Source: an optimization exercise on an open RTL-to-GDS flow (aim: small area and a short achievable clock period). Production flows keep margins and buffers that such runs may drop.
Where RTL was checked, it was by simulation tests only, not by an equivalence proof against the original.
No functional check of the RTL was part of runs 1 to 3 and 6.
Power figures rest on the tool's default switching activity, not on a simulated workload.

`design/flow/constraint.sdc`:
```
create_clock -name core_clock -period 6.0 [get_ports {clk}]
set_input_delay 1.2000 -clock core_clock [delete_from_list [all_inputs] [get_ports {clk}]]
set_output_delay 1.2000 -clock core_clock [all_outputs]
set_load 0.01 [all_outputs]
```
`design/flow/design.v`:
```
`default_nettype none
package geom_pkg;
	localparam int FIXED_SHIFT = 6;
	localparam int TILE_PX = 64;
	localparam int BUMPY_PX = 16;
	localparam int GRID_COLS = 10;
	localparam int GRID_ROWS = 8;
	typedef logic signed [31:0] fixed_t;
	typedef logic signed [10:0] pixel_t;
	typedef logic [3:0] tile_idx_t;
	typedef struct packed {
		tile_idx_t col;
		tile_idx_t row;
	} tile_coord_t;
	typedef logic [1:0] tile_kind_t;
	localparam tile_kind_t TILE_FREE = 2'd0;
	localparam tile_kind_t TILE_STEP = 2'd1;
	localparam tile_kind_t TILE_TELEPORT = 2'd2;
	localparam tile_kind_t TILE_BORDER = 2'd3;
	typedef tile_kind_t [GRID_COLS*GRID_ROWS-1:0] tile_map_t;
	typedef logic [3:0] edge_code_t;
	localparam edge_code_t EDGE_NONE = 4'b0000;
	localparam edge_code_t EDGE_BOTTOM = 4'b0001;
	localparam edge_code_t EDGE_RIGHT = 4'b0010;
	localparam edge_code_t EDGE_TOP = 4'b0100;
	localparam edge_code_t EDGE_LEFT = 4'b1000;
endpackage
`default_nettype wire
`default_nettype none
package motion_pkg;
	typedef enum logic [2:0] {
		S_RESET,
		S_IDLE,
		S_LEFT,
		S_RIGHT,
		S_DOWN,
		S_UP,
		S_DIE
	} move_state_e;
	typedef struct packed {
		logic left;
		logic right;
		logic up;
		logic down;
	} keys_t;
	typedef struct packed {
		logic step;
		logic free;
		logic border;
		logic teleport;
		logic [3:0] hit_edge;
	} collision_t;
endpackage
`default_nettype wire
`timescale 1ns/100ps
`default_nettype none
module bumpy_core (
	input wire logic clk,
	input wire logic resetN,
	input wire logic start_of_frame,
	input wire motion_pkg::keys_t keys,
	input wire logic die,
	input wire logic restart,
	input wire geom_pkg::tile_map_t tile_map,
	input wire geom_pkg::tile_coord_t teleport_target,
	output geom_pkg::pixel_t offset_x,
	output geom_pkg::pixel_t offset_y,
	output motion_pkg::move_state_e state
);
	localparam logic [2:0] S_RESET = 3'd0;
	localparam logic [2:0] S_IDLE = 3'd1;
	localparam logic [2:0] S_LEFT = 3'd2;
	localparam logic [2:0] S_RIGHT = 3'd3;
	localparam logic [2:0] S_DOWN = 3'd4;
	localparam logic [2:0] S_UP = 3'd5;
	localparam logic [2:0] S_DIE = 3'd6;
	localparam logic [28:0] RST_PX = 29'd192;    
	localparam logic [30:0] RST_PY = 31'd8960;   
	localparam logic [30:0] LIM_Y = 31'd1376;
	logic [2:0] st;
	logic [2:0] cc;
	logic sxn, sxp, syn, syp, sx_nz;
	logic [28:0] px;    
	logic [30:0] py;    
	logic [28:0] jx;    
	logic [30:0] jy;    
	assign state = motion_pkg::move_state_e'(st);
	assign offset_x = px[13:3];
	assign offset_y = py[15:5];
	logic c_step, c_tele, c_free, c_bl, c_br;
	assign c_step = cc[0] & cc[1];
	assign c_tele = cc[0] & cc[2];
	assign c_free = cc[0] & ~cc[1] & ~cc[2];
	assign c_bl = ~cc[0] & cc[2];
	assign c_br = ~cc[0] & cc[1];
	logic [2:0] st_n;
	always_comb begin
		st_n = st;
		if (die)
			st_n = S_DIE;
		else if (st == S_RESET)
			st_n = S_IDLE;
		else if (st == S_DIE) begin
			if (restart)
				st_n = S_RESET;
		end
		else if (keys.up)
			st_n = c_free ? S_UP : S_IDLE;
		else if (keys.down)
			st_n = S_DOWN;
		else if (keys.left)
			st_n = S_LEFT;
		else if (keys.right)
			st_n = S_RIGHT;
		else
			st_n = S_IDLE;
	end
	logic dir_r;
	always_ff @(posedge clk or negedge resetN) begin
		if (!resetN) begin
			st <= S_RESET;
			dir_r <= 1'b0;
		end
		else if (start_of_frame) begin
			st <= st_n;
			dir_r <= st_n[0];
		end
	end
	logic [159:0] tm;
	assign tm = tile_map;
	logic signed [19:0] cx, cy;
	logic [5:0] mx, my;
	assign cx = px[28:9];
	assign mx = px[8:3];
	assign cy = py[30:11];
	assign my = py[10:5];
	logic inc_f, dec_l, inc_r, inc_rf, inc_rs;
	assign inc_f = (mx >= 6'd56);
	assign dec_l = (mx == 6'd0);
	assign inc_r = (mx >= 6'd48);
	assign inc_rf = (my >= 6'd48);
	assign inc_rs = (my >= 6'd56);
	logic [3:0] cf4, cl4, cr4;
	logic [2:0] rf3, rs3;
	assign cf4 = cx[3:0] + {3'd0, inc_f};
	assign cl4 = cx[3:0] - {3'd0, dec_l};
	assign cr4 = cx[3:0] + {3'd0, inc_r};
	assign rf3 = cy[2:0] + {2'd0, inc_rf};
	assign rs3 = cy[2:0] + {2'd0, inc_rs};
	logic cx_in, cx_m1, cx_10, cy_in, cy_m1;
	logic in_cf, in_cl, in_cr, in_rf, in_rs;
	assign cx_in = (cx[19:4] == 16'd0) && (cx[3:0] <= 4'd9);
	assign cx_m1 = (cx == -20'sd1);
	assign cx_10 = (cx == 20'sd10);
	assign cy_in = (cy[19:3] == 17'd0);
	assign cy_m1 = (cy == -20'sd1);
	assign in_cf = (cx_in && !(cx[3:0] == 4'd9 && inc_f)) || (cx_m1 && inc_f);
	assign in_cl = (cx_in && !(cx[3:0] == 4'd0 && dec_l)) || (cx_10 && dec_l);
	assign in_cr = (cx_in && !(cx[3:0] == 4'd9 && inc_r)) || (cx_m1 && inc_r);
	assign in_rf = (cy_in && !(cy[2:0] == 3'd7 && inc_rf)) || (cy_m1 && inc_rf);
	assign in_rs = (cy_in && !(cy[2:0] == 3'd7 && inc_rs)) || (cy_m1 && inc_rs);
	logic [9:0] col_f, col_l, col_r;
	logic [7:0] row_f, row_s;
	always_comb begin
		for (int k = 0; k < 10; k++) begin
			col_f[k] = (cf4 == 4'(k));
			col_l[k] = (cl4 == 4'(k));
			col_r[k] = (cr4 == 4'(k));
		end
		for (int k = 0; k < 8; k++) begin
			row_f[k] = (rf3 == 3'(k));
			row_s[k] = (rs3 == 3'(k));
		end
	end
	logic [1:0] rsel_f [10];
	logic rsel_s [10];
	logic [1:0] kfs;
	logic lbs, rbs;
	always_comb begin
		for (int c = 0; c < 10; c++) begin
			rsel_f[c] = 2'b00;
			rsel_s[c] = 1'b0;
			for (int r = 0; r < 8; r++) begin
				rsel_f[c] = rsel_f[c] | ({2{row_f[r]}} & tm[2 * (r * 10 + c) +: 2]);
				rsel_s[c] = rsel_s[c] | (row_s[r] & tm[2 * (r * 10 + c)] & tm[2 * (r * 10 + c) + 1]);
			end
		end
		kfs = 2'b00;
		lbs = 1'b0;
		rbs = 1'b0;
		for (int c = 0; c < 10; c++) begin
			kfs = kfs | ({2{col_f[c]}} & rsel_f[c]);
			lbs = lbs | (col_l[c] & rsel_s[c]);
			rbs = rbs | (col_r[c] & rsel_s[c]);
		end
	end
	logic [1:0] kf;
	logic lb, rb;
	assign kf = kfs | {2{~(in_cf & in_rf)}};
	assign lb = lbs | ~(in_cl & in_rs);
	assign rb = rbs | ~(in_cr & in_rs);
	logic [2:0] cc_n;
	assign cc_n = (kf != 2'd3) ? {kf, 1'b1} : {lb, ~lb & rb, 1'b0};
	always_ff @(posedge clk or negedge resetN) begin
		if (!resetN)
			cc <= 3'b000;
		else
			cc <= cc_n;
	end
	logic [32:0] zy;
	logic wrap_y, lt_y;
	assign zy = {py[30], py[30], py} + ~{jy[30], jy[30], jy} + 33'd1377;
	assign wrap_y = ({~jy[30], jy[29:0]} < 31'd1376);
	assign lt_y = wrap_y ? ~(~zy[32] & zy[31]) : zy[32];
	logic signed [10:0] qx;
	always_comb begin
		case ({dir_r, sx_nz})
			2'b00: qx = 11'sd513;
			2'b01: qx = 11'sd498;
			2'b10: qx = -11'sd512;
			default: qx = -11'sd497;
		endcase
	end
	logic [30:0] ax, bx, cx3, sx3, kx3, zx;
	assign ax = {px[28], px[28], px};
	assign bx = ~{jx[28], jx[28], jx};
	assign cx3 = {{20{qx[10]}}, qx};
	assign sx3 = ax ^ bx ^ cx3;
	assign kx3 = {(ax[29:0] & bx[29:0]) | (ax[29:0] & cx3[29:0]) | (bx[29:0] & cx3[29:0]), 1'b0};
	assign zx = sx3 + kx3;
	logic [28:0] ux;
	logic wrap_l, wrap_r, lt_l, gt_r;
	assign ux = {~jx[28], jx[27:0]};
	assign wrap_l = (ux[28:10] == 19'd0) && (sx_nz ? (ux[9:0] < 10'd497) : (ux[9:0] < 10'd512));
	assign wrap_r = (ux[28:10] == 19'h7ffff) && (sx_nz ? (~ux[9:0] < 10'd497) : (~ux[9:0] < 10'd512));
	assign lt_l = wrap_l ? ~(~zx[30] & zx[29]) : zx[30];
	assign gt_r = wrap_r ? ~(zx[30] & ~zx[29]) : ~zx[30];
	always_ff @(posedge clk or negedge resetN) begin
		if (!resetN) begin
			syn <= 1'b0;
			syp <= 1'b0;
		end
		else begin
			case (st)
				S_IDLE, S_LEFT, S_RIGHT: begin
					if (c_step && !syn) begin
						syn <= 1'b1;
						syp <= 1'b0;
					end
					else if (lt_y && !syp) begin
						syn <= 1'b0;
						syp <= 1'b1;
					end
				end
				S_DOWN: begin
					syn <= 1'b0;
					syp <= 1'b1;
				end
				S_UP: begin
					syn <= 1'b1;
					syp <= 1'b0;
				end
				default: begin
					syn <= 1'b0;
					syp <= 1'b0;
				end
			endcase
		end
	end
	logic sxn_n, sxp_n;
	assign sxn_n = (st == S_LEFT) && !(lt_l && !sxp);
	assign sxp_n = (st == S_RIGHT) && !(gt_r && !sxn);
	always_ff @(posedge clk or negedge resetN) begin
		if (!resetN) begin
			sxn <= 1'b0;
			sxp <= 1'b0;
			sx_nz <= 1'b0;
		end
		else begin
			sxn <= sxn_n;
			sxp <= sxp_n;
			sx_nz <= sxn_n | sxp_n;
		end
	end
	logic jump;
	assign jump = c_step || (st == S_UP && c_free);
	logic [3:0] jlp, jlm;
	logic [28:0] jpush;
	assign jlp = {1'b0, px[8:6]} + 4'd5;
	assign jlm = {1'b0, px[8:6]} - 4'd5;
	always_comb begin
		logic one, zero;
		jpush[5:0] = px[5:0];
		jpush[8:6] = c_br ? jlp[2:0] : jlm[2:0];
		one = jlp[3];
		zero = jlm[3];
		for (int i = 9; i < 29; i++) begin
			jpush[i] = px[i] ^ (c_br ? one : zero);
			one = one & px[i];
			zero = zero & ~px[i];
		end
	end
	always_ff @(posedge clk or negedge resetN) begin
		if (!resetN)
			jx <= '0;
		else if (jump)
			jx <= px;
		else if (c_bl || c_br)
			jx <= jpush;
	end
	always_ff @(posedge clk or negedge resetN) begin
		if (!resetN)
			jy <= '0;
		else if (jump)
			jy <= py;
	end
	logic mvx, mvy;
	assign mvx = start_of_frame & (sxn | sxp);
	assign mvy = start_of_frame & (syn | syp);
	logic [28:0] tx;
	always_comb begin
		logic one, zero;
		one = 1'b1;
		zero = 1'b1;
		for (int i = 0; i < 4; i++) begin
			tx[i] = sxp ? zero : one;
			one = one & px[i];
			zero = zero & ~px[i];
		end
		one = ~one;
		zero = ~zero;
		for (int i = 4; i < 29; i++) begin
			tx[i] = sxp ? zero : one;
			one = one & ~px[i];
			zero = zero & px[i];
		end
	end
	logic [30:0] ty;
	logic [7:0] lyp, lym;
	assign lyp = {1'b0, py[6:0]} + 8'd75;
	assign lym = {1'b0, py[6:0]} - 8'd75;
	always_comb begin
		logic one, zero;
		ty[6:0] = (syp ? lyp[6:0] : lym[6:0]) ^ py[6:0];
		one = lyp[7];
		zero = lym[7];
		for (int i = 7; i < 31; i++) begin
			ty[i] = syp ? one : zero;
			one = one & py[i];
			zero = zero & ~py[i];
		end
	end
	always_ff @(posedge clk or negedge resetN) begin
		if (!resetN) begin
			px <= RST_PX;
			py <= RST_PY;
		end
		else if (c_tele) begin
			px <= {16'd0, teleport_target.col, 9'd192};
			py <= {16'd0, teleport_target.row, 11'd768};
		end
		else begin
			px <= px ^ ({29{mvx}} & tx);
			py <= py ^ ({31{mvy}} & ty);
		end
	end
endmodule
`default_nettype wire
```
`design/flow/flow/run.sh`:
```
#!/bin/bash
export BUFFER_PORTS_ARGS="-buffer_cell sky130_fd_sc_hd__buf_1"
bash standard.sh > standard.log 2>&1
```
`design/flow/standard.sh`:
```
#!/bin/bash
# synth_recipe.tcl (not shown) runs the flow's synth.tcl, then flattens the netlist and writes it again
# the make line also repeats each setting of config.mk as NAME=value (left out here)
make -C /OpenROAD-flow-scripts/flow DESIGN_CONFIG=/design/flow/config.mk WORK_HOME=/design/flow/orfs CLKGATE_MAP_FILE= SYNTH_SCRIPT=/design/flow/synth_recipe.tcl "${@:-finish}"
```
`design/flow/config.mk`:
```
export PLATFORM = sky130hd
export DESIGN_NAME = bumpy_core
export DESIGN_NICKNAME = bumpy_core
export VERILOG_FILES = /design/flow/design.v
export SDC_FILE = /design/flow/constraint.sdc
export NUM_CORES = 4
export LEC_CHECK = 0
export CAP_MARGIN = 20
export CORE_MARGIN = 2
export CORE_UTILIZATION = 45
export SETUP_SLACK_MARGIN = 2.5
export SLEW_MARGIN = 20
```
==> impl_metrics.json, run 1 <==
{
  "status": "no timing/DRC/antenna violations",
  "ys_warn_count": 3,
  "ir_drop_uv": 410.1,
  "reg2reg_slack_ns": 2.39,
  "path_clk_slew_ns": 0.07,
  "layout-drive-gt1-share_pct": 9.591,
  "min_path_type": "reg2reg",
  "gr-total-overflow": 0,
  "slew_headroom_pct": 40.28,
  "clockRootBuffer": "clkbuf_16",
  "synth_area_per_cell_um2": 8.124,
  "dp_hpwl_mm": 30.63,
  "cts_tree": "yes",
  "gp_congestion": 0.8959,
  "numCtsBuffers": 17,
  "grt_pass1_vias": 12548,
  "core_area_um2": 28860,
  "layout_commonest_cell": "buf_1",
  "crit_arrival_ns": 3.98,
  "cap_violations": 0,
  "postRouteAntennaNets": 0,
  "ctsLongestPathBuffers": 2,
  "slowest_stage": "fa_1",
  "synth_async_sr_flop_share_pct": 100.0,
  "dr.pass1.iters": 5,
  "port_buffers": 201,
  "cp_cell_sequence": "ha_4 > or2_4 > fa_1 > ha_4 > a21o_1 > a21oi_2 > o21ai_2 > a211oi_2 > a2111oi_2 > o31ai_1 > buf_4 > xor2_4 > a2111oi_4 > and2_1",
  "num_antenna_cells": 0,
  "grt_pass1_wl_mm": 65.38,
  "antenna_found_initial": 0,
  "cp.required_ns": 6.36,
  "syn_area_um2": 13270,
  "synth_edf_count": 0,
  "most-common-layout-cells": "200 x buf_1, 180 x nand2_1, 134 x nor2_1",
  "fmax_mhz": 276.9,
  "synth_cells": 1634,
  "slowest_delay_ns": 0.52,
  "grt_max_degree": 62,
  "nFillCells": 2829,
  "insertion_delay_ns": 0.43,
  "path_class": "reg2reg",
  "vias_per_cell": 5.913,
  "setup_viol": 0,
  "slew_viol_final": 0,
  "vias": 12814,
  "rsz0062_at_grt": "yes",
  "fin_nets": 2081,
  "die_h_um": 175.8,
  "tightest_slew_ns": 0.8958,
  "die_x_um": 175.8,
  "wl_mm": 41.06,
  "pin_count": 202,
  "crit_path_end_kind": "flop",
  "clock_sinks": 131,
  "htree_levels": 4,
  "syn_nets": 1945,
  "synth_ff_type": "dfrtp_1",
  "start_util_pct": 46.00,
  "rows": 62,
  "fin_crit_sh_pct": 60.20,
  "area_growth_pct": 13.56,
  "die_area_um2": 30890,
  "crit_path_frequent_cell": "ha_4",
  "drt_iter0_drc": 988,
  "powerDensity_nw_per_um2": 513.3,
  "synth_seq_cells": 131,
  "clock_skew_ns": 0.01589,
  "drc": 0,
  "critical_path.top_delay_family": "compound AO/OA/AOI/OAI gates",
  "final.setup.tns_ns": 0,
  "grt_use_total_pct": 26.29,
  "startpoint_type": "flop",
  "utilization_pct": 52.24,
  "critPathBufInv": 1,
  "finalHoldViolCount": 0,
  "hold_buffers": 0,
  "fin_crit_ns": 3.612,
  "worst-path-max-fanout": 5,
  "p_leak_uw": 0.006328,
  "ys_seq_area_share_pct": 24.74,
  "routedWlPerCell_um": 18.95,
  "synth_cell_types": 87
}
[cells in the mapped netlist, types with 25 or more instances]
cell	instances	area share, %
dfrtp_1	126	24
nand2_1	181	5.1
nand3_1	86	3.2
nand4_1	28	1.3
a21oi_1	104	3.9
xnor2_1	56	3.7
xor2_1	35	2.3
nor3_1	29	1.1
buf_2	27	1.0
a31oi_1	25	1.2
inv_1	107	3.0
fa_1	27	4.1
buf_4	25	1.4
ha_1	107	10
o21ai_0	105	4.0
mux2_2	30	2.5
nor2_1	134	3.8
clkbuf_1	61	1.7
[where the power goes]
| part | leakage, µW | switching [µW] | internal (µW) | total, µW |
|---|---|---|---|---|
| Sequential | 0.00170 | 392 | 1130 | 1520 |
| Combinational | 0.00434 | 3000 | 2140 | 5140 |
| Clock | 0.000284 | 451 | 627 | 1080 |
| Total | 0.00633 | 3840 | 3900 | 7740 |
[cells by family after synthesis]
| kind of cell | after synthesis | share of synthesized area (%) |
|---|---|---|
| DFF | 131 | 24.74 |
| muxes | 70 | 7.069 |
| adders and majority gates | 134 | 14.16 |
| AOI/OAI and AO/OA | 386 | 18.37 |
| and+or+nand+nor | 585 | 21.20 |
| buffers and inverters | 233 | 7.795 |
| xor gates and xnor gates | 95 | 6.664 |
[final timing paths]
path                        start     end  depth (start not counted)
max in group asynchronous  resetN   st[0]                          2
min                         jy[1]   jy[1]                          2
max reg2reg                 st[0]     sxn                         14
max                         st[0]     sxn                         14
min in group asynchronous  resetN  py[12]                          1
min reg2reg                 jy[1]   jy[1]                          2
[layout make-up]
cell class	instances	area, µm²	area share [%]
Clock buffer	18	429.2	2.847
Clock inverter	14	168.9	1.121
Inverter	108	411.6	2.731
Multi-Input combinational cell	1273	9215	61.13
Sequential cell	131	3287	21.80
Tap cell	384	480.5	3.187
Timing Repair Buffer	239	1082	7.180
[registers in the layout (all words and copies together) (netlist names)]
register and flops:
px 29, sxn 1, st 3, jy 31, syn 1, sx_nz 1
jx 29, py 31, sxp 1, cc 3, syp 1
[worst min-delay path, delay by kind of cell (launching register included)]
family	cells	cell delay, ns
flops	1	0.35
simple gates	1	0.04
compound gates	1	0.06
[per-stage QoR]
step | hold slack [ns] | std cells | worst slack (ns) | cell area [µm²] | power, µW
after floorplan | 0.4498 | 1634 | 2.514 | 13280 | 5103
after global placement | 0.4648 | 2114 | 2.028 | 14060 | 6131
after detailed placement | 0.4713 | 2114 | 1.958 | 14060 | 6212
after CTS | 0.4851 | 2162 | 2.498 | 14880 | 7493
after global routing | 0.5097 | 2167 | 2.239 | 15070 | 8413
final | 0.4833 | 2167 | 2.388 | 15070 | 7738
[metal layers]
metal	vias up	global-route usage, %	share of wire, %
met2	453	45.00	48
met4	0	6.198	1.6
li1	6096	-	-
met1	6204	35.06	45
met5	-	0	0
met3	61	3.896	5.3
[repair_timing]
action,4_1_cts,5_1_grt
resized for setup,14,30
setup buffers,13,5
setup endpoints to repair,6,8
pin swaps,7,15
gates cloned,3,0
==> run 2: changes to the inputs <==
--- a/design/flow/design.v
+++ b/design/flow/design.v
@@ -83,7 +83,7 @@
 	logic [28:0] px;    
 	logic [30:0] py;    
 	logic [28:0] jx;    
-	logic [30:0] jy;    
+	logic [30:0] jyl;   
 	assign state = motion_pkg::move_state_e'(st);
 	assign offset_x = px[13:3];
 	assign offset_y = py[15:5];
@@ -207,11 +207,8 @@
 		else
 			cc <= cc_n;
 	end
-	logic [32:0] zy;
-	logic wrap_y, lt_y;
-	assign zy = {py[30], py[30], py} + ~{jy[30], jy[30], jy} + 33'd1377;
-	assign wrap_y = ({~jy[30], jy[29:0]} < 31'd1376);
-	assign lt_y = wrap_y ? ~(~zy[32] & zy[31]) : zy[32];
+	logic lt_y;
+	assign lt_y = signed'(py) < signed'(jyl);
 	logic signed [10:0] qx;
 	always_comb begin
 		case ({dir_r, sx_nz})
@@ -308,15 +305,25 @@
 		else if (c_bl || c_br)
 			jx <= jpush;
 	end
+	logic [6:0] jyb;
+	logic [30:0] jyn;
+	assign jyb = {1'b0, py[10:5]} - 7'd43;
+	always_comb begin
+		logic zero;
+		jyn[4:0] = py[4:0];
+		jyn[10:5] = jyb[5:0];
+		zero = jyb[6];
+		for (int i = 11; i < 31; i++) begin
+			jyn[i] = py[i] ^ zero;
+			zero = zero & ~py[i];
+		end
+	end
 	always_ff @(posedge clk or negedge resetN) begin
 		if (!resetN)
-			jy <= '0;
+			jyl <= -LIM_Y;
 		else if (jump)
-			jy <= py;
+			jyl <= jyn;
 	end
-	logic mvx, mvy;
-	assign mvx = start_of_frame & (sxn | sxp);
-	assign mvy = start_of_frame & (syn | syp);
 	logic [28:0] tx;
 	always_comb begin
 		logic one, zero;
@@ -359,9 +366,9 @@
 			px <= {16'd0, teleport_target.col, 9'd192};
 			py <= {16'd0, teleport_target.row, 11'd768};
 		end
-		else begin
-			px <= px ^ ({29{mvx}} & tx);
-			py <= py ^ ({31{mvy}} & ty);
+		else if (start_of_frame) begin
+			px <= px ^ ({29{sxn | sxp}} & tx);
+			py <= py ^ ({31{syn | syp}} & ty);
 		end
 	end
 endmodule
==> run 2 against run 1 <==
Effect of this change:
- still clean
- synthesized area shrank 1.6%
- global-route usage grew 0.98 points
- critical path depth grew 11
- power shrank 3.3%
- clock-buffer cell count grew 2
- synthesized cell count shrank 1.1%
==> impl_metrics.json, run 2 <==
{
  "status": "no timing/DRC/antenna violations",
  "cp.required_ns": 6.35,
  "ys_seq_area_share_pct": 25.35,
  "powerDensity_nw_per_um2": 491.4,
  "crit_path_frequent_cell": "ha_4",
  "multiInputGateArea_um2": 9240,
  "ir_drop_uv": 264.4,
  "port_buffers": 201,
  "fmax_mhz": 243.3,
  "layout_commonest_cell": "buf_1",
  "clock_sinks": 131,
  "syn_nets": 1918,
  "gr-total-overflow": 0,
  "clock_skew_ns": 0.01418,
  "setup_viol": 0,
  "grt_pass1_vias": 12060,
  "seqPwrFrac_pct": 20.7,
  "whs_path_depth": 2,
  "insertion_delay_ns": 0.43,
  "fin_crit_ns": 4.110,
  "area_growth_pct": 16.55,
  "nFillCells": 2711,
  "synth.area.mux_share_pct": 7.890,
  "rsz0062_at_grt": "yes",
  "numCtsBuffers": 17,
  "dr.pass1.iters": 8,
  "slew_viol_final": 0,
  "yosysTopAreaCell": "dfrtp_1",
  "slowest_delay_ns": 0.55,
  "internal-power_uw": 3912,
  "synth_compound_area_share_pct": 16.53,
  "r2r-start": "py[8]",
  "netlist.area_leader.share_pct": 19.72,
  "synth-simple-area-share_pct": 22.32,
  "slowest_stage": "dfstp_2",
  "synth_ff_type": "dfrtp_1",
  "start_util_pct": 45.65,
  "drc": 0,
  "synth_async_sr_flop_share_pct": 100.0,
  "reg2reg_slack_ns": 1.89,
  "drt_iter0_drc": 902,
  "critPathBufInv": 0,
  "utilization_pct": 53.20,
  "cts_tree": "yes",
  "htree_levels": 4,
  "antenna_found_initial": 0,
  "grt_pass1_wl_mm": 66.68,
  "synth-adder-area-share_pct": 13.60,
  "min_path_type": "reg2reg",
  "core_area_um2": 28630,
  "gp_congestion": 0.9387,
  "seq_area_um2": 3323,
  "most-common-layout-cells": "200 x buf_1, 195 x nand2_1, 135 x nor2_1",
  "tightest_slew_ns": 0.9480,
  "synth_edf_count": 0,
  "critical_path.top_delay_family": "adder cells",
  "grt_use_total_pct": 27.27,
  "power_switching_uw": 3572,
  "synth_cell_types": 73,
  "synth_seq_cells": 131,
  "rows": 62,
  "r2r-end": "jyl[30]",
  "path_class": "reg2reg",
  "yosys-top-cells-area": "dfrtp_1 20%, ha_1 9.4%, dfstp_2 5.6%, nand2_1 5.6%, mux4_2 4.5%",
  "synth_cells": 1616,
  "final-instance-count-excl-fill": 2159,
  "p_comb_share_pct": 65.2,
  "hold_end": "jyl[26]",
  "min_from": "jyl[26]",
  "rr_worst_depth": 25,
  "synth_area_per_cell_um2": 8.086,
  "ys_warn_count": 3,
  "slew_headroom_pct": 36.80,
  "layout-drive-gt1-share_pct": 12.18,
  "pin_count": 202,
  "die_h_um": 174.4,
  "die_x_um": 174.4,
  "postRouteAntennaNets": 0,
  "crit_arrival_ns": 4.46,
  "dp_cells": 2100,
  "final.setup.tns_ns": 0,
  "wl_mm": 40.68,
  "dp_hpwl_mm": 30.76,
  "switching_share_pct": 47.72,
  "routedWlPerCell_um": 18.84,
  "syn_area_um2": 13070,
  "synth_xor_area_share_pct": 6.971,
  "crit_path_end_kind": "flop",
  "synth_top_family_by_area": "simple AND/OR/NAND/NOR gates",
  "finalHoldViolCount": 0,
  "p_total_uw": 7484,
  "fin_crit_sh_pct": 68.51,
  "vias_per_cell": 5.779,
  "startpoint_type": "flop",
  "p_clk_share_pct": 14.0,
  "clockRootBuffer": "clkbuf_16",
  "grt_max_degree": 64,
  "fin_nets": 2063,
  "vias": 12477,
  "synth_most_common_cell": "nand2_1",
  "largestRegisters": "jyl: 31 flops, py: 31 flops",
  "synth_common_cells": "196 x nand2_1, 135 x nor2_1, 116 x o21ai_0",
  "ctsLongestPathBuffers": 2,
  "p_leak_uw": 0.006066,
  "worst-path-max-fanout": 2,
  "die_area_um2": 30420,
  "path_clk_slew_ns": 0.07,
  "cap_violations": 0
}
==> run 2: changes by cell type after synthesis, moves of 10 or more <==
cell	delta
a21oi_1	-16
buf_2	-13
clkbuf_1	+12
dfrtp_1	-23
dfstp_2	+23
mux2_2	-15
mux4_2	+10
nand2_1	+15
nand3_1	-16
nand4_1	+13
nor3_1	+11
o21ai_0	+11
==> run 2: what timing repair did <==
| action | 4_1_cts | 5_1_grt |
|---|---|---|
| setup buffers | 22 | 4 |
| hold buffers | 0 | 0 |
| resized for setup | 22 | 24 |
| pin swaps | 8 | 10 |
| setup endpoints to repair | 13 | 15 |
==> run 2: cell type report <==
class	instances	area share, %
repair buffers	243	7.723
inverters	115	2.851
flip-flops and latches	131	21.82
multi-input cells	1253	60.67
diodes	1	0.01643
clock inverters	12	0.8955
well taps	384	3.155
clock buffers	20	2.867
==> run 2: worst max path at each step <==
stage	end	slack (ns)	from	depth (start not counted)
6_report	jyl[30]	1.89	py[8]	25
5_1_grt	jyl[30]	1.75	py[5]	26
4_1_cts	jyl[30]	1.89	py[8]	25
3_5_place_dp	jyl[30]	1.65	py[5]	26
3_3_place_gp	jyl[30]	1.69	py[5]	26
2_1_floorplan	jyl[30]	1.86	py[8]	26
==> run 2: logic make-up after synthesis <==
kind of cell	count (synthesis)
AND/OR/NAND/NOR	608
AO/OA/AOI/OAI	351
buffers and inverters	232
flip-flops	131
adder cells (fa/ha/maj)	126
XOR/XNOR	101
multiplexers	67
==> run 2: tightest hold or removal path: stages, from the launching register on <==
cell and delay, ns:
dfstp_2 0.37, nand2_1 0.04, o21ai_1 0.05
==> run 2: per-layer routing <==
metal / GRT usage [%] / share of wire, % / wire length [µm] / vias up
met3: 3.609 / 5.0 / 2031 / 45
met1: 37.43 / 44 / 18040 / 6028
met5: 0 / 0 / 0 / -
met4: 6.478 / 1.8 / 733 / 0
met2: 45.65 / 49 / 19880 / 392
li1: - / - / - / 6012
==> run 2: stage by stage <==
stage	setup WS [ns]	cell area, µm²	hold slack [ns]
floorplan	1.859	13330	0.4420
detailed placement	1.650	14200	0.4591
finish	1.890	15230	0.4620
global placement	1.686	14200	0.4517
global route	1.753	15230	0.4784
CTS	1.885	15100	0.4642
==> run 2: power groups by stage <==
stage	registers (µW)	logic [µW]	clock network, µW
after floorplan	1320	3570	0
after global placement	1580	4310	0
after detailed placement	1580	4410	0
after CTS	1550	4690	1060
after global routing	1610	5450	1100
final	1550	4880	1050
==> run 3: changes to the inputs <==
--- a/design/flow/design.v
+++ b/design/flow/design.v
@@ -140,13 +140,6 @@
 	assign inc_r = (mx >= 6'd48);
 	assign inc_rf = (my >= 6'd48);
 	assign inc_rs = (my >= 6'd56);
-	logic [3:0] cf4, cl4, cr4;
-	logic [2:0] rf3, rs3;
-	assign cf4 = cx[3:0] + {3'd0, inc_f};
-	assign cl4 = cx[3:0] - {3'd0, dec_l};
-	assign cr4 = cx[3:0] + {3'd0, inc_r};
-	assign rf3 = cy[2:0] + {2'd0, inc_rf};
-	assign rs3 = cy[2:0] + {2'd0, inc_rs};
 	logic cx_in, cx_m1, cx_10, cy_in, cy_m1;
 	logic in_cf, in_cl, in_cr, in_rf, in_rs;
 	assign cx_in = (cx[19:4] == 16'd0) && (cx[3:0] <= 4'd9);
@@ -163,13 +156,13 @@
 	logic [7:0] row_f, row_s;
 	always_comb begin
 		for (int k = 0; k < 10; k++) begin
-			col_f[k] = (cf4 == 4'(k));
-			col_l[k] = (cl4 == 4'(k));
-			col_r[k] = (cr4 == 4'(k));
+			col_f[k] = inc_f ? (cx[3:0] == 4'(k - 1)) : (cx[3:0] == 4'(k));
+			col_l[k] = dec_l ? (cx[3:0] == 4'(k + 1)) : (cx[3:0] == 4'(k));
+			col_r[k] = inc_r ? (cx[3:0] == 4'(k - 1)) : (cx[3:0] == 4'(k));
 		end
 		for (int k = 0; k < 8; k++) begin
-			row_f[k] = (rf3 == 3'(k));
-			row_s[k] = (rs3 == 3'(k));
+			row_f[k] = inc_rf ? (cy[2:0] == 3'(k - 1)) : (cy[2:0] == 3'(k));
+			row_s[k] = inc_rs ? (cy[2:0] == 3'(k - 1)) : (cy[2:0] == 3'(k));
 		end
 	end
 	logic [1:0] rsel_f [10];
==> run 3 against run 2 <==
Effect of this change:
- clock-buffer cell count rose by 4
- clock skew shrank 0.0057 ns
- critical endpoint unchanged
- critical path depth unchanged
- register-to-register slack better by 0.05 ns
- combinational power is 16% lower
- clock power rose by 4%
- power fell by 11%
- largest power group unchanged
- first-iteration DRC count rose by 17%
==> impl_metrics.json, run 3 <==
{
  "finalHoldViolCount": 0,
  "crit_path_end_kind": "flop",
  "fmax_mhz": 246.5,
  "numCtsBuffers": 17,
  "fin_crit_sh_pct": 67.62,
  "vias_per_cell": 6.087,
  "min_path_type": "reg2reg",
  "gp_congestion": 0.9668,
  "status": "no timing/DRC/antenna violations",
  "grt_use_total_pct": 31.40,
  "startpoint_type": "flop",
  "antenna_found_initial": 0,
  "synth_edf_count": 0,
  "num_antenna_cells": 0,
  "core_area_um2": 29560,
  "htree_levels": 4,
  "port_buffers": 201,
  "synth_area_per_cell_um2": 7.893,
  "yosys-top-cells-area": "dfrtp_1 19%, ha_1 8.2%, nand2_1 5.8%, dfstp_2 5.5%, o21ai_0 4.7%",
  "layout_commonest_cell": "nand2_1",
  "wl_mm": 48.87,
  "netlist.area_leader.share_pct": 19.15,
  "worst-path-max-fanout": 2,
  "slew_viol_final": 0,
  "tightest_slew_ns": 1.025,
  "die_h_um": 176.9,
  "most-common-layout-cells": "207 x nand2_1, 200 x buf_1, 133 x nor2_1",
  "grt_max_degree": 132,
  "utilization_pct": 53.50,
  "synth_ff_type": "dfrtp_1",
  "rows": 63,
  "yosysTopAreaCell": "dfrtp_1",
  "setup_viol": 0,
  "final.setup.tns_ns": 0,
  "area_growth_pct": 17.51,
  "die_x_um": 176.9,
  "routedWlPerCell_um": 21.58,
  "vias": 13786,
  "synth_seq_cells": 131,
  "ys_seq_area_share_pct": 24.62,
  "synth_most_common_cell": "nand2_1",
  "powerDensity_nw_per_um2": 420.8,
  "ys_warn_count": 3,
  "grt_pass1_wl_mm": 76.16,
  "syn_area_um2": 13460,
  "path_clk_slew_ns": 0.07,
  "synth_async_sr_flop_share_pct": 100.0,
  "ir_drop_uv": 228.8,
  "start_util_pct": 45.53,
  "nFillCells": 2950,
  "insertion_delay_ns": 0.44,
  "dr.pass1.iters": 5,
  "ctsLongestPathBuffers": 2,
  "synth_cell_types": 88,
  "clock_sinks": 131,
  "grt_pass1_vias": 13549,
  "dp_hpwl_mm": 35.98,
  "largestRegisters": "jyl: 31 flops, py: 31 flops",
  "die_area_um2": 31310,
  "clock_skew_ns": 0.008470,
  "hold_buffers": 0,
  "cts_tree": "yes",
  "synth_common_cells": "209 x nand2_1, 136 x nor2_1, 127 x o21ai_0",
  "fin_crit_ns": 4.057,
  "path_class": "reg2reg",
  "fin_nets": 2154,
  "syn_nets": 1997,
  "drc": 0,
  "timing.hold.ws_ns": 0.4612,
  "synth_cells": 1705,
  "crit_arrival_ns": 4.43,
  "pin_count": 202,
  "p_leak_uw": 0.006101,
  "layout-drive-gt1-share_pct": 12.64,
  "drt_iter0_drc": 1055,
  "cp.required_ns": 6.37,
  "rsz0062_at_grt": "yes",
  "cap_violations": 0,
  "slew_headroom_pct": 31.19,
  "clockRootBuffer": "clkbuf_16",
  "postRouteAntennaNets": 0,
  "gr-total-overflow": 0
}
## run 3: cell types whose count changed in the layout (fill, tap and decap cells not counted), sizes merged, moves of 12 or more
cell / delta
a211oi: +16
nand3: -18
a221oi: +14
nor3: +12
nand4: -13
mux2i: +30
nand2: +13
mux4: -24
o22ai: +35
## run 3: worst max-delay path: stages, from the launching register on
cell and delay [ns]:
dfstp_2 0.54, o21ai_2 0.06, inv_1 0.07, o21ai_2 0.05, ha_2 0.19, ha_4 0.16, ha_4 0.16, ha_4 0.16
ha_4 0.15, ha_4 0.15, ha_4 0.15, ha_4 0.15, ha_4 0.15, ha_4 0.15, ha_4 0.15, ha_4 0.15
ha_4 0.16, ha_4 0.15, ha_4 0.15, ha_4 0.15, ha_4 0.15, ha_4 0.15, ha_4 0.15, xor2_1 0.11
nor2_1 0.05, a21oi_1 0.13
## run 3: timing repair
| item | CTS | global route |
|---|---|---|
| hold endpoints to repair | 0 | 0 |
| setup buffers | 28 | 5 |
| resized for setup | 37 | 44 |
| setup endpoints to repair | 13 | 19 |
| gates cloned | 1 | 0 |
| pin swaps | 8 | 22 |
## run 3: cell families after synthesis
logic type,synth area share (%)
simple gates,22.33
compound gates,21.13
buf+inv,7.242
flops,24.62
fa+ha+maj,12.27
xor+xnor,6.313
mux,6.090
## run 3: metrics by stage
| stage | area, µm² | power, µW | worst slack, ns | cells |
|---|---|---|---|---|
| final | 15810 | 6655 | 1.943 | 2265 |
| after global routing | 15810 | 7153 | 1.791 | 2265 |
| after CTS | 15540 | 6258 | 1.929 | 2260 |
| after detailed placement | 14560 | 4906 | 1.728 | 2199 |
| after global placement | 14560 | 4841 | 1.768 | 2199 |
| after floorplan | 13720 | 3959 | 1.863 | 1705 |
## run 3: power breakdown
part	switching [µW]	total (µW)	leakage (µW)	internal (µW)
registers	361	1460	0.00159	1100
clock network	423	1090	0.000292	665
logic	2380	4110	0.00422	1730
total	3160	6650	0.00610	3490
## run 3: layout make-up
class	instances	area, µm²	share of cell area [%]
multi-input cells	1351	9768	61.77
flip-flops and latches	131	3336	21.09
repair buffers	251	1196	7.564
clock buffers	24	501.7	3.173
well taps	390	488.0	3.086
inverters	110	425.4	2.690
clock inverters	8	98.84	0.6251
## run 3: worst paths after layout
path                                end  startpoint  slack [ns]  cells past startpoint
worst max-delay path            jyl[30]       py[8]        1.94                     25
worst min-delay path            jyl[28]     jyl[28]        0.46                      2
worst max register to register  jyl[30]       py[8]        1.94                     25
worst min register to register  jyl[28]     jyl[28]        0.46                      2
max in group asynchronous         sx_nz      resetN        4.44                      2
min in group asynchronous        jyl[1]      resetN        0.81                      2
## run 3: metal layers
metal,share of wire (%),global-route usage [%],wire [µm]
met1,43,40.51,20810
met5,0,0,0
met3,7.6,6.529,3719
met2,47,52.15,22850
met4,3.0,10.92,1487
==> run 4: changes to the inputs <==
--- a/design/flow/design.v
+++ b/design/flow/design.v
@@ -67,6 +67,15 @@
 	output geom_pkg::pixel_t offset_y,
 	output motion_pkg::move_state_e state
 );
+	function automatic logic [31:0] pre_and(input logic [31:0] x);
+		logic [31:0] p;
+		p = x;
+		for (int l = 0; l < 5; l++)
+			for (int i = 0; i < 32; i++)
+				if (((i >> l) & 1) != 0)
+					p[i] = p[i] & p[((i >> l) << l) - 1];
+		pre_and = {p[30:0], 1'b1};
+	endfunction
 	localparam logic [2:0] S_RESET = 3'd0;
 	localparam logic [2:0] S_IDLE = 3'd1;
 	localparam logic [2:0] S_LEFT = 3'd2;
@@ -140,6 +149,13 @@
 	assign inc_r = (mx >= 6'd48);
 	assign inc_rf = (my >= 6'd48);
 	assign inc_rs = (my >= 6'd56);
+	logic [3:0] cf4, cl4, cr4;
+	logic [2:0] rf3, rs3;
+	assign cf4 = cx[3:0] + {3'd0, inc_f};
+	assign cl4 = cx[3:0] - {3'd0, dec_l};
+	assign cr4 = cx[3:0] + {3'd0, inc_r};
+	assign rf3 = cy[2:0] + {2'd0, inc_rf};
+	assign rs3 = cy[2:0] + {2'd0, inc_rs};
 	logic cx_in, cx_m1, cx_10, cy_in, cy_m1;
 	logic in_cf, in_cl, in_cr, in_rf, in_rs;
 	assign cx_in = (cx[19:4] == 16'd0) && (cx[3:0] <= 4'd9);
@@ -156,13 +172,13 @@
 	logic [7:0] row_f, row_s;
 	always_comb begin
 		for (int k = 0; k < 10; k++) begin
-			col_f[k] = inc_f ? (cx[3:0] == 4'(k - 1)) : (cx[3:0] == 4'(k));
-			col_l[k] = dec_l ? (cx[3:0] == 4'(k + 1)) : (cx[3:0] == 4'(k));
-			col_r[k] = inc_r ? (cx[3:0] == 4'(k - 1)) : (cx[3:0] == 4'(k));
+			col_f[k] = (cf4 == 4'(k));
+			col_l[k] = (cl4 == 4'(k));
+			col_r[k] = (cr4 == 4'(k));
 		end
 		for (int k = 0; k < 8; k++) begin
-			row_f[k] = inc_rf ? (cy[2:0] == 3'(k - 1)) : (cy[2:0] == 3'(k));
-			row_s[k] = inc_rs ? (cy[2:0] == 3'(k - 1)) : (cy[2:0] == 3'(k));
+			row_f[k] = (rf3 == 3'(k));
+			row_s[k] = (rs3 == 3'(k));
 		end
 	end
 	logic [1:0] rsel_f [10];
@@ -278,17 +294,14 @@
 	logic [28:0] jpush;
 	assign jlp = {1'b0, px[8:6]} + 4'd5;
 	assign jlm = {1'b0, px[8:6]} - 4'd5;
+	logic [31:0] jp1, jp0;
+	assign jp1 = pre_and({12'hfff, px[28:9]});
+	assign jp0 = pre_and({12'hfff, ~px[28:9]});
 	always_comb begin
-		logic one, zero;
 		jpush[5:0] = px[5:0];
 		jpush[8:6] = c_br ? jlp[2:0] : jlm[2:0];
-		one = jlp[3];
-		zero = jlm[3];
-		for (int i = 9; i < 29; i++) begin
-			jpush[i] = px[i] ^ (c_br ? one : zero);
-			one = one & px[i];
-			zero = zero & ~px[i];
-		end
+		for (int i = 9; i < 29; i++)
+			jpush[i] = px[i] ^ (c_br ? jlp[3] & jp1[i - 9] : jlm[3] & jp0[i - 9]);
 	end
 	always_ff @(posedge clk or negedge resetN) begin
 		if (!resetN)
@@ -301,15 +314,13 @@
 	logic [6:0] jyb;
 	logic [30:0] jyn;
 	assign jyb = {1'b0, py[10:5]} - 7'd43;
+	logic [31:0] jy0;
+	assign jy0 = pre_and({12'hfff, ~py[30:11]});
 	always_comb begin
-		logic zero;
 		jyn[4:0] = py[4:0];
 		jyn[10:5] = jyb[5:0];
-		zero = jyb[6];
-		for (int i = 11; i < 31; i++) begin
-			jyn[i] = py[i] ^ zero;
-			zero = zero & ~py[i];
-		end
+		for (int i = 11; i < 31; i++)
+			jyn[i] = py[i] ^ (jyb[6] & jy0[i - 11]);
 	end
 	always_ff @(posedge clk or negedge resetN) begin
 		if (!resetN)
@@ -318,37 +329,28 @@
 			jyl <= jyn;
 	end
 	logic [28:0] tx;
+	logic [31:0] tl1, tl0, tu1, tu0;
+	assign tl1 = pre_and({28'hfffffff, px[3:0]});
+	assign tl0 = pre_and({28'hfffffff, ~px[3:0]});
+	assign tu1 = pre_and({7'h7f, px[28:4]});
+	assign tu0 = pre_and({7'h7f, ~px[28:4]});
 	always_comb begin
-		logic one, zero;
-		one = 1'b1;
-		zero = 1'b1;
-		for (int i = 0; i < 4; i++) begin
-			tx[i] = sxp ? zero : one;
-			one = one & px[i];
-			zero = zero & ~px[i];
-		end
-		one = ~one;
-		zero = ~zero;
-		for (int i = 4; i < 29; i++) begin
-			tx[i] = sxp ? zero : one;
-			one = one & ~px[i];
-			zero = zero & px[i];
-		end
+		for (int i = 0; i < 4; i++)
+			tx[i] = sxp ? tl0[i] : tl1[i];
+		for (int i = 4; i < 29; i++)
+			tx[i] = sxp ? ~tl0[4] & tu1[i - 4] : ~tl1[4] & tu0[i - 4];
 	end
 	logic [30:0] ty;
 	logic [7:0] lyp, lym;
 	assign lyp = {1'b0, py[6:0]} + 8'd75;
 	assign lym = {1'b0, py[6:0]} - 8'd75;
+	logic [31:0] ty1, ty0;
+	assign ty1 = pre_and({8'hff, py[30:7]});
+	assign ty0 = pre_and({8'hff, ~py[30:7]});
 	always_comb begin
-		logic one, zero;
 		ty[6:0] = (syp ? lyp[6:0] : lym[6:0]) ^ py[6:0];
-		one = lyp[7];
-		zero = lym[7];
-		for (int i = 7; i < 31; i++) begin
-			ty[i] = syp ? one : zero;
-			one = one & py[i];
-			zero = zero & ~py[i];
-		end
+		for (int i = 7; i < 31; i++)
+			ty[i] = syp ? lyp[7] & ty1[i - 7] : lym[7] & ty0[i - 7];
 	end
 	always_ff @(posedge clk or negedge resetN) begin
 		if (!resetN) begin
--- a/design/flow/config.mk
+++ b/design/flow/config.mk
@@ -8,5 +8,5 @@
 export CAP_MARGIN = 20
 export CORE_MARGIN = 2
 export CORE_UTILIZATION = 45
-export SETUP_SLACK_MARGIN = 2.5
+export SETUP_SLACK_MARGIN = 3.0
 export SLEW_MARGIN = 20
==> run 4 against run 3 <==
Effect of this change:
- still clean
- power is 21% higher
- sequential share of layout area is 0.066 points higher
- die area is 1.5% lower
- maximum frequency is 19% higher
- final area is 0.54% lower
- sequential cell count stayed put
- non-clock buffer count is 24 higher
- register-to-register slack better by 0.66 ns
- clock power is 5% lower
- routed wire length is 10% lower
- critical path depth is 12 lower
- critical path type unchanged
- largest cell class unchanged
- largest power group unchanged
==> impl_metrics.json, run 4 <==
{
  "die_area_um2": 30820,
  "die_x_um": 175.6,
  "slew_viol_final": 0,
  "synth_cell_types": 99,
  "finalHoldViolCount": 0,
  "synth_xor_area_share_pct": 6.669,
  "path_clk_slew_ns": 0.06,
  "vias": 13067,
  "synth_cells": 1647,
  "grt_pass1_vias": 12694,
  "crit_arrival_ns": 3.72,
  "p_leak_uw": 0.006268,
  "cts_tree": "yes",
  "largestRegisters": "jyl: 31 flops, py: 31 flops",
  "rr_worst_depth": 13,
  "r2r-end": "sx_nz",
  "synth-simple-area-share_pct": 22.25,
  "synth.area.mux_share_pct": 6.820,
  "final-instance-count-excl-fill": 2214,
  "powerDensity_nw_per_um2": 512.3,
  "r2r-start": "st[0]",
  "synth_async_sr_flop_share_pct": 100.0,
  "netlist.area_leader.share_pct": 19.46,
  "fmax_mhz": 294.0,
  "hold_end": "jyl[29]",
  "num_antenna_cells": 0,
  "slew_headroom_pct": 27.33,
  "tightest_slew_ns": 1.090,
  "min_path_type": "reg2reg",
  "clockRootBuffer": "clkbuf_16",
  "vias_per_cell": 5.902,
  "ir_drop_uv": 314.3,
  "numCtsBuffers": 17,
  "ys_warn_count": 3,
  "crit_path_end_kind": "flop",
  "cp_cell_sequence": "ha_4 > or2_4 > fa_1 > ha_1 > o21a_1 > o21ai_0 > nand2b_1 > a21oi_2 > a311oi_4 > a211oi_2 > a31oi_1 > o211a_1 > or2_4",
  "cap_violations": 0,
  "drc": 0,
  "setup_viol": 0,
  "rsz0062_at_grt": "yes",
  "gr-total-overflow": 0,
  "status": "no timing/DRC/antenna violations",
  "dp_hpwl_mm": 31.32,
  "dr.pass1.iters": 6,
  "fin_crit_sh_pct": 56.68,
  "clock_skew_ns": 0.01229,
  "htree_levels": 4,
  "most-common-layout-cells": "199 x buf_1, 179 x nand2_1, 136 x nor2_1",
  "crit_path_frequent_cell": "or2_4",
  "critPathBufInv": 0,
  "wl_mm": 43.94,
  "fin_crit_ns": 3.401,
  "worst-path-max-fanout": 5,
  "fin_nets": 2103,
  "cp.required_ns": 6.32,
  "synth_compound_area_share_pct": 19.48,
  "synth_common_cells": "184 x nand2_1, 138 x nor2_1, 135 x o21ai_0",
  "grt_use_total_pct": 28.35,
  "yosysTopAreaCell": "dfrtp_1",
  "reg2reg_slack_ns": 2.60,
  "antenna_found_initial": 0,
  "ctsLongestPathBuffers": 2,
  "synth_top_family_by_area": "simple AND/OR/NAND/NOR gates",
  "routedWlPerCell_um": 19.84,
  "slowest_stage": "dfrtp_2",
  "synth_edf_count": 0,
  "whs_path_depth": 2,
  "start_util_pct": 45.90,
  "layout-drive-gt1-share_pct": 15.03,
  "slowest_delay_ns": 0.48,
  "core_area_um2": 28860,
  "syn_nets": 1933,
  "layout_commonest_cell": "buf_1",
  "synth_area_per_cell_um2": 8.042,
  "critical_path.top_delay_family": "compound AO/OA/AOI/OAI gates",
  "rows": 62,
  "ys_seq_area_share_pct": 25.01,
  "synth_most_common_cell": "nand2_1",
  "yosys-top-cells-area": "dfrtp_1 19%, ha_1 7.7%, dfstp_2 5.6%, nand2_1 5.2%, o21ai_0 5.1%",
  "grt_pass1_wl_mm": 69.25,
  "final.setup.tns_ns": 0,
  "port_buffers": 201,
  "drt_iter0_drc": 969,
  "grt_max_degree": 58,
  "syn_area_um2": 13250,
  "nFillCells": 2805,
  "startpoint_type": "flop",
  "min_from": "jyl[29]",
  "synth_ff_type": "dfrtp_1",
  "area_growth_pct": 18.75,
  "synth-adder-area-share_pct": 11.96,
  "gp_congestion": 0.9346,
  "postRouteAntennaNets": 0,
  "insertion_delay_ns": 0.44,
  "dp_cells": 2127,
  "clock_sinks": 131,
  "synth_seq_cells": 131,
  "path_class": "reg2reg",
  "pin_count": 202,
  "die_h_um": 175.6
}
## run 4: changes by cell type after synthesis, moves of 10 or more
cell      change
o22ai_1      -27
a21oi_1      +20
o211ai_1     +12
nor3_1       -12
nand3_1      +21
mux4_2       +20
mux2i_1      -17
a221oi_1     -13
nand2_1      -25
a211oi_1     -10
mux2_2       -11
## run 4: final cells by class
class	instances	area (µm²)	share of cell area, %
multi-input cells	1286	9427	59.93
flip-flops and latches	131	3328	21.16
inverters	105	407.9	2.593
repair inverters	1	7.507	0.04773
repair buffers	275	1510	9.601
well taps	384	480.5	3.055
clock inverters	13	125.1	0.7955
clock buffers	19	442.9	2.816
## run 4: where the power goes
part           internal, µW  switching, µW  total, µW
combinational          2330           3060       5390
sequential             1220            407       1630
clock                   587            449       1040
total                  4140           3910       8060
## run 4: worst max-delay path by stage
stage | start | to | depth (start not counted)
floorplan | st[0] | sx_nz | 12
global placement | py[8] | cc[1] | 12
detailed placement | py[8] | cc[1] | 11
CTS | st[0] | sx_nz | 13
global route | st[0] | sx_nz | 13
finish | st[0] | sx_nz | 13
## run 4: metal layers
layer  global-route usage (%)  wire (µm)  part of all wire [%]
met1                    37.01      18940                    43
met5                        0          0                     0
met2                    48.62      21140                    48
met3                    3.550       2388                   5.4
met4                    9.607       1465                   3.3
## run 4: logic make-up (layout without fill, tap and decap cells)
logic type                 after synthesis  in the layout
AOI/OAI and AO/OA                      417            417
DFF                                    131            131
adders and majority gates              110            110
muxes                                   61             61
buffers and inverters                  231            413
xor gates and xnor gates               100            100
and+or+nand+nor                        597            598
## run 4: repair_timing
| item | 4_1_cts | 5_1_grt |
|---|---|---|
| pin swaps | 8 | 30 |
| buffers inserted | 24 | 26 |
| setup endpoints to repair | 24 | 18 |
| cloned | 5 | 0 |
| hold buffers | 0 | 0 |
| resized for setup | 66 | 70 |
## run 4: worst min-delay path: cells and delay by family, from the launching register on
| family | cells | cell delay [ns] |
|---|---|---|
| flops | 1 | 0.37 |
| compound gates | 1 | 0.05 |
| simple gates | 1 | 0.05 |
## run 4: through the flow
step / power [µW] / util, % / cell area (µm²) / hold WS [ns] / worst slack [ns]
detailed placement: 6095 / 48.79 / 14080 / 0.4645 / 2.093
global route: 8693 / 54.50 / 15730 / 0.4989 / 2.488
floorplan: 4978 / - / 13310 / 0.4439 / 2.885
CTS: 7669 / 52.83 / 15250 / 0.4733 / 2.622
global placement: 6013 / 48.79 / 14080 / 0.4522 / 2.191
finish: 8057 / 54.50 / 15730 / 0.4777 / 2.599
==> run 5: changes to the inputs <==
--- a/design/flow/config.mk
+++ b/design/flow/config.mk
@@ -8,5 +8,5 @@
 export CAP_MARGIN = 20
 export CORE_MARGIN = 2
 export CORE_UTILIZATION = 45
-export SETUP_SLACK_MARGIN = 3.0
+export SETUP_SLACK_MARGIN = 2.5
 export SLEW_MARGIN = 20
==> run 5 against run 4 <==
Effect of this change:
- critical path depth shrank 1
- still clean on timing, DRC and antenna
- synthesized area is the same
- sequential cell count is the same
- sequential share of layout area grew 0.76 points
- utilization shrank 2.1 points
- clock skew grew 0.0021 ns
==> impl_metrics.json, run 5 <==
{
  "die_h_um": 175.6,
  "slew_viol_final": 0,
  "path_clk_slew_ns": 0.07,
  "synth_most_common_cell": "nand2_1",
  "core_area_um2": 28860,
  "start_util_pct": 45.90,
  "fmax_mhz": 290.8,
  "worst-path-max-fanout": 5,
  "rows": 62,
  "layout_commonest_cell": "buf_1",
  "layout-drive-gt1-share_pct": 11.06,
  "cp.required_ns": 6.33,
  "wl_mm": 42.52,
  "powerDensity_nw_per_um2": 496.4,
  "netlist.area_leader.share_pct": 19.46,
  "hold_buffers": 0,
  "startpoint_type": "flop",
  "gp_congestion": 1.029,
  "min_path_type": "reg2reg",
  "fin_ws_ns": 2.561,
  "die_x_um": 175.6,
  "pin_count": 202,
  "fin_crit_sh_pct": 57.32,
  "syn_nets": 1933,
  "synth_ff_type": "dfrtp_1",
  "vias_per_cell": 5.951,
  "most-common-layout-cells": "200 x buf_1, 184 x nand2_1, 137 x nor2_1",
  "rsz0062_at_grt": "yes",
  "antenna_found_initial": 1,
  "synth_cells": 1647,
  "insertion_delay_ns": 0.45,
  "grt_pass1_vias": 12451,
  "syn_area_um2": 13250,
  "cts_tree": "yes",
  "crit_arrival_ns": 3.77,
  "utilization_pct": 52.43,
  "dp_hpwl_mm": 31.32,
  "grt_use_total_pct": 27.59,
  "finalHoldViolCount": 0,
  "final.setup.tns_ns": 0,
  "p_total_uw": 7511,
  "routedWlPerCell_um": 19.45,
  "crit_path_end_kind": "flop",
  "ir_drop_uv": 289.9,
  "synth_common_cells": "184 x nand2_1, 138 x nor2_1, 135 x o21ai_0",
  "ys_seq_area_share_pct": 25.01,
  "ctsLongestPathBuffers": 2,
  "yosysTopAreaCell": "dfrtp_1",
  "p_leak_uw": 0.006043,
  "path_class": "reg2reg",
  "setup_viol": 0,
  "grt_pass1_wl_mm": 67.28,
  "pre_cts_ws_ns": 2.029,
  "cap_violations": 0,
  "die_area_um2": 30820,
  "dr.pass1.iters": 5,
  "synth_edf_count": 0,
  "area_growth_pct": 14.23,
  "fin_nets": 2073,
  "yosys-top-cells-area": "dfrtp_1 19%, ha_1 7.7%, dfstp_2 5.6%, nand2_1 5.2%, o21ai_0 5.1%",
  "htree_levels": 4,
  "port_buffers": 201,
  "synth_seq_cells": 131,
  "largestRegisters": "jyl: 31 flops, py: 31 flops",
  "gr-total-overflow": 0,
  "grt_max_degree": 58,
  "synth_async_sr_flop_share_pct": 100.0,
  "clock_skew_ns": 0.01443,
  "drt_iter0_drc": 988,
  "slew_headroom_pct": 28.82,
  "vias": 13009,
  "clock_sinks": 131,
  "drc": 0,
  "fin_crit_ns": 3.439,
  "synth_cell_types": 99,
  "tightest_slew_ns": 1.068,
  "ys_warn_count": 3,
  "timing.hold.ws_ns": 0.4795,
  "numCtsBuffers": 17,
  "synth_area_per_cell_um2": 8.042,
  "postRouteAntennaNets": 0,
  "clockRootBuffer": "clkbuf_16",
  "status": "no timing/DRC/antenna violations"
}
run 5: cell types whose count changed in the layout (fill, tap and decap cells not counted), moves of 4 or more:
cell / change
a211oi_2: -4
dfrtp_2: -6
o21ai_0: +12
nand2_1: +5
nor3_1: +4
a211oi_1: +4
o21ai_1: -9
o21ai_2: -4
nor4_1: +4
buf_4: -21
dfrtp_1: +6
nand2_2: -5
run 5: logic make-up (layout without fill, tap and decap cells):
| group | Yosys count | count (layout) | synth area share, % |
|---|---|---|---|
| XOR/XNOR | 100 | 102 | 6.669 |
| other | 0 | 2 | 0 |
| adder cells (fa/ha/maj) | 110 | 110 | 11.96 |
| buffers and inverters | 231 | 380 | 7.812 |
| AND/OR/NAND/NOR | 597 | 599 | 22.25 |
| multiplexers | 61 | 61 | 6.820 |
| AO/OA/AOI/OAI | 417 | 417 | 19.48 |
| flip-flops | 131 | 131 | 25.01 |
run 5: through the flow:
stage,cells,area (µm²)
final,2186,15130
after global routing,2185,15130
after CTS,2161,14720
after detailed placement,2123,14030
after global placement,2123,14020
after floorplan,1647,13250
run 5: layout make-up:
| cell class | instances | area (µm²) |
|---|---|---|
| antenna | 2 | 5.005 |
| clock buffer | 17 | 425.4 |
| clock inverter | 15 | 158.9 |
| fill | 2785 | 13730 |
| inverter | 105 | 405.4 |
| multi-input combinational | 1289 | 9208 |
| sequential | 131 | 3317 |
| tap | 384 | 480.5 |
| timing repair buffer | 242 | 1122 |
| timing repair inverter | 1 | 7.507 |
run 5: what timing repair did:
| item | in CTS | in global routing |
|---|---|---|
| resized for setup | 14 | 42 |
| setup endpoints to repair | 6 | 6 |
| gates cloned | 3 | 2 |
| setup buffers | 3 | 21 |
| pin swaps | 2 | 9 |
run 5: power breakdown:
group	internal (µW)	total [µW]	leakage, µW	switching, µW
sequential	1220	1680	0.00163	459
clock	613	1060	0.000280	450
combinational	1990	4770	0.00413	2770
total	3830	7510	0.00604	3680
run 5: critical path, stage by stage, from the launching register on:
cell,delay (ns)
dfrtp_2,0.49
ha_4,0.21
or2_4,0.31
buf_12,0.14
fa_1,0.48
ha_4,0.29
nand4_1,0.11
nor2_2,0.15
nand2_1,0.10
a311oi_2,0.35
a211oi_2,0.12
o211a_1,0.26
or2_2,0.29
run 5: per-layer routing:
layer  part of all wire, %  routed length [µm]  vias to the layer above  GRT usage, %
met5                     0                   0                        -             0
met4                   3.8                1606                        0         11.47
li1                      -                   -                     6167             -
met1                    43               18120                     6281         36.04
met2                    48               20280                      455         45.26
met3                   5.9                2516                      106         4.805
run 5: final timing paths:
path,slack [ns],start,cells after the start,endpoint
setup / recovery,2.56,st[0],12,sx_nz
hold / removal,0.48,jyl[27],2,jyl[27]
setup reg to reg,2.56,st[0],12,sx_nz
hold reg to reg,0.48,jyl[27],2,jyl[27]
max in group asynchronous,3.93,resetN,2,px[8]
min in group asynchronous,0.86,resetN,1,jyl[10]
==> run 6: changes to the inputs <==
--- a/design/flow/design.v
+++ b/design/flow/design.v
@@ -132,7 +132,7 @@
 		end
 		else if (start_of_frame) begin
 			st <= st_n;
-			dir_r <= st_n[0];
+			dir_r <= (st_n == S_RIGHT);
 		end
 	end
 	logic [159:0] tm;
@@ -168,41 +168,36 @@
 	assign in_cr = (cx_in && !(cx[3:0] == 4'd9 && inc_r)) || (cx_m1 && inc_r);
 	assign in_rf = (cy_in && !(cy[2:0] == 3'd7 && inc_rf)) || (cy_m1 && inc_rf);
 	assign in_rs = (cy_in && !(cy[2:0] == 3'd7 && inc_rs)) || (cy_m1 && inc_rs);
-	logic [9:0] col_f, col_l, col_r;
-	logic [7:0] row_f, row_s;
+	function automatic logic m8(input logic [7:0] d, input logic [2:0] s);
+		m8 = s[2] ? (s[1] ? (s[0] ? d[7] : d[6]) : (s[0] ? d[5] : d[4]))
+		          : (s[1] ? (s[0] ? d[3] : d[2]) : (s[0] ? d[1] : d[0]));
+	endfunction
+	function automatic logic m10(input logic [9:0] d, input logic [3:0] s);
+		m10 = s[3] ? (s[0] ? d[9] : d[8]) :
+		      s[2] ? (s[1] ? (s[0] ? d[7] : d[6]) : (s[0] ? d[5] : d[4]))
+		           : (s[1] ? (s[0] ? d[3] : d[2]) : (s[0] ? d[1] : d[0]));
+	endfunction
+	logic [19:0] rowf;
+	logic [9:0] bs, f0, f1;
 	always_comb begin
-		for (int k = 0; k < 10; k++) begin
-			col_f[k] = (cf4 == 4'(k));
-			col_l[k] = (cl4 == 4'(k));
-			col_r[k] = (cr4 == 4'(k));
+		for (int i = 0; i < 20; i++) begin
+			logic [7:0] d;
+			for (int r = 0; r < 8; r++) d[r] = tm[r * 20 + i];
+			rowf[i] = m8(d, rf3);
 		end
-		for (int k = 0; k < 8; k++) begin
-			row_f[k] = (rf3 == 3'(k));
-			row_s[k] = (rs3 == 3'(k));
+		for (int c = 0; c < 10; c++) begin
+			logic [7:0] d;
+			for (int r = 0; r < 8; r++) d[r] = tm[r * 20 + 2 * c] & tm[r * 20 + 2 * c + 1];
+			bs[c] = m8(d, rs3);
+			f0[c] = rowf[2 * c];
+			f1[c] = rowf[2 * c + 1];
 		end
 	end
-	logic [1:0] rsel_f [10];
-	logic rsel_s [10];
 	logic [1:0] kfs;
 	logic lbs, rbs;
-	always_comb begin
-		for (int c = 0; c < 10; c++) begin
-			rsel_f[c] = 2'b00;
-			rsel_s[c] = 1'b0;
-			for (int r = 0; r < 8; r++) begin
-				rsel_f[c] = rsel_f[c] | ({2{row_f[r]}} & tm[2 * (r * 10 + c) +: 2]);
-				rsel_s[c] = rsel_s[c] | (row_s[r] & tm[2 * (r * 10 + c)] & tm[2 * (r * 10 + c) + 1]);
-			end
-		end
-		kfs = 2'b00;
-		lbs = 1'b0;
-		rbs = 1'b0;
-		for (int c = 0; c < 10; c++) begin
-			kfs = kfs | ({2{col_f[c]}} & rsel_f[c]);
-			lbs = lbs | (col_l[c] & rsel_s[c]);
-			rbs = rbs | (col_r[c] & rsel_s[c]);
-		end
-	end
+	assign kfs = {m10(f1, cf4), m10(f0, cf4)};
+	assign lbs = m10(bs, cl4);
+	assign rbs = m10(bs, cr4);
 	logic [1:0] kf;
 	logic lb, rb;
 	assign kf = kfs | {2{~(in_cf & in_rf)}};
==> run 6 against run 5 <==
Effect of this change:
- via count is 5.0% lower
- largest power group unchanged
- first-iteration DRC count is 5.2% lower
- synthesized cell count is 3.2% lower
- synthesized area is 1.1% lower
==> impl_metrics.json, run 6 <==
{
  "status": "no timing/DRC/antenna violations",
  "grt_max_degree": 81,
  "wl_mm": 39.05,
  "numCtsBuffers": 17,
  "syn_area_um2": 13090,
  "grt_pass1_vias": 12285,
  "fin_crit_sh_pct": 56.86,
  "start_util_pct": 45.62,
  "synth_most_common_cell": "o21ai_0",
  "synth_seq_cells": 132,
  "reg2reg_slack_ns": 2.59,
  "path_class": "reg2reg",
  "rows": 62,
  "fin_ws_ns": 2.588,
  "num_antenna_cells": 0,
  "seq_area_um2": 3341,
  "synth_cells": 1595,
  "area_growth_pct": 14.48,
  "p_leak_uw": 0.005978,
  "setup_viol": 0,
  "cts_tree": "yes",
  "syn_nets": 1883,
  "htree_levels": 4,
  "dp_hpwl_mm": 29.16,
  "rr_worst_depth": 13,
  "tightest_slew_ns": 0.7150,
  "clock_skew_ns": 0.01353,
  "path_clk_slew_ns": 0.06,
  "vias_per_cell": 5.778,
  "port_buffers": 201,
  "postRouteAntennaNets": 0,
  "fin_crit_ns": 3.412,
  "synth_cell_types": 68,
  "r2r-end": "cc[1]",
  "min_from": "jyl[29]",
  "gp_congestion": 0.9173,
  "drt_iter0_drc": 937,
  "routedWlPerCell_um": 18.27,
  "synth_common_cells": "166 x o21ai_0, 147 x nand2_1, 132 x nor2_1",
  "slew_viol_final": 0,
  "r2r-start": "py[9]",
  "gr-total-overflow": 0,
  "clock_sinks": 132,
  "fin_nets": 2029,
  "fmax_mhz": 293.1,
  "most-common-layout-cells": "200 x buf_1, 156 x o21ai_0, 145 x nand2_1",
  "die_h_um": 174.6,
  "crit_path_end_kind": "flop",
  "final.setup.tns_ns": 0,
  "crit_arrival_ns": 3.74,
  "netlist.area_leader.share_pct": 19.88,
  "nFillCells": 2798,
  "antenna_found_initial": 0,
  "grt_pass1_wl_mm": 64.14,
  "largestRegisters": "jyl: 31 flops, py: 31 flops",
  "vias": 12354,
  "min_path_type": "reg2reg",
  "pre_cts_ws_ns": 1.926,
  "whs_path_depth": 2,
  "ir_drop_uv": 298.5,
  "synth_async_sr_flop_share_pct": 100.0,
  "cap_violations": 0,
  "slew_headroom_pct": 52.33,
  "grt_use_total_pct": 26.21,
  "synth_area_per_cell_um2": 8.209,
  "die_x_um": 174.6,
  "hold_end": "jyl[29]",
  "ys_warn_count": 1,
  "yosysTopAreaCell": "dfrtp_1",
  "ys_seq_area_share_pct": 25.49,
  "synth_edf_count": 0
}
-- run 6: cell count changes in the layout (fill, tap and decap cells not counted), sizes merged, moves of 19 or more --
cell / previous run / this run
fa: 28 / 1
ha: 81 / 110
mux2i: 34 / 11
mux4: 23 / 51
nand2: 184 / 147
o21ai: 141 / 173
xnor2: 59 / 78
-- run 6: stage by stage --
stage | utilization, % | total power, µW | hold slack (ns) | area [µm²] | instances
6_report | 52.22 | 7116 | 0.4616 | 14990 | 2138
5_1_grt | 52.22 | 7730 | 0.4854 | 14990 | 2138
4_1_cts | 51.29 | 6877 | 0.4613 | 14720 | 2123
3_5_place_dp | 48.47 | 5623 | 0.4523 | 13910 | 2077
3_3_place_gp | 48.47 | 5552 | 0.4483 | 13910 | 2077
2_1_floorplan | - | 4782 | 0.4423 | 13130 | 1595
-- run 6: kinds of logic after synthesis --
kind of cell             Yosys count  synth area share, %
AO/OA/AOI/OAI                    392                17.10
XOR/XNOR                         131                8.906
adder cells (fa/ha/maj)          112                10.74
buffers and inverters            206                6.899
flip-flops                       132                25.49
multiplexers                      71                10.50
AND/OR/NAND/NOR                  551                20.35
-- run 6: power breakdown --
group / switching (µW) / leakage (µW) / internal [µW] / total [µW]
sequential: 517 / 0.00162 / 1110 / 1630
clock: 434 / 0.000291 / 656 / 1090
combinational: 2260 / 0.00406 / 2130 / 4400
total: 3210 / 0.00598 / 3900 / 7120
-- run 6: what timing repair did --
action	4_1_cts	5_1_grt
hold buffers	0	0
setup endpoints to repair	6	4
pin swaps	3	19
gates cloned	1	0
gates resized for setup	13	33
buffers inserted	13	15
-- run 6: area by class of cell --
cell class	instances	share of cell area, %
Inverter	86	2.154
Sequential cell	132	22.29
Timing Repair Buffer	246	7.963
Multi-Input combinational cell	1258	60.36
Tap cell	384	3.205
Clock buffer	21	3.205
Clock inverter	11	0.8264
-- run 6: routing by layer --
layer  up-vias  share of wire [%]  GRT usage, %  wire, µm
li1       5987                  -             -         -
met1      5929                 45         34.85     17470
met2       363                 48         43.14     18620
met3        75                4.9         4.460      1919
met4         0                2.7         9.479      1043
met5         -                  0             0         0
-- run 6: how the worst max path moves through the flow --
stage | cells past startpoint | endpoint | from
finish | 13 | cc[1] | py[9]
global route | 16 | sx_nz | sx_nz
CTS | 15 | sx_nz | sx_nz
detailed placement | 13 | sx_nz | sx_nz
global placement | 13 | sx_nz | sx_nz
floorplan | 17 | sx_nz | sx_nz
-- run 6: worst max-delay path: stages (launching register included) --
cell      delay, ns
dfstp_2        0.65
and2_1         0.20
ha_4           0.15
ha_4           0.28
buf_6          0.27
mux4_2         0.34
mux4_2         0.52
nor2_1         0.11
nor2_1         0.06
a211oi_2       0.26
nand2_1        0.10
nand4_1        0.11
a21oi_1        0.06
a21o_1         0.18
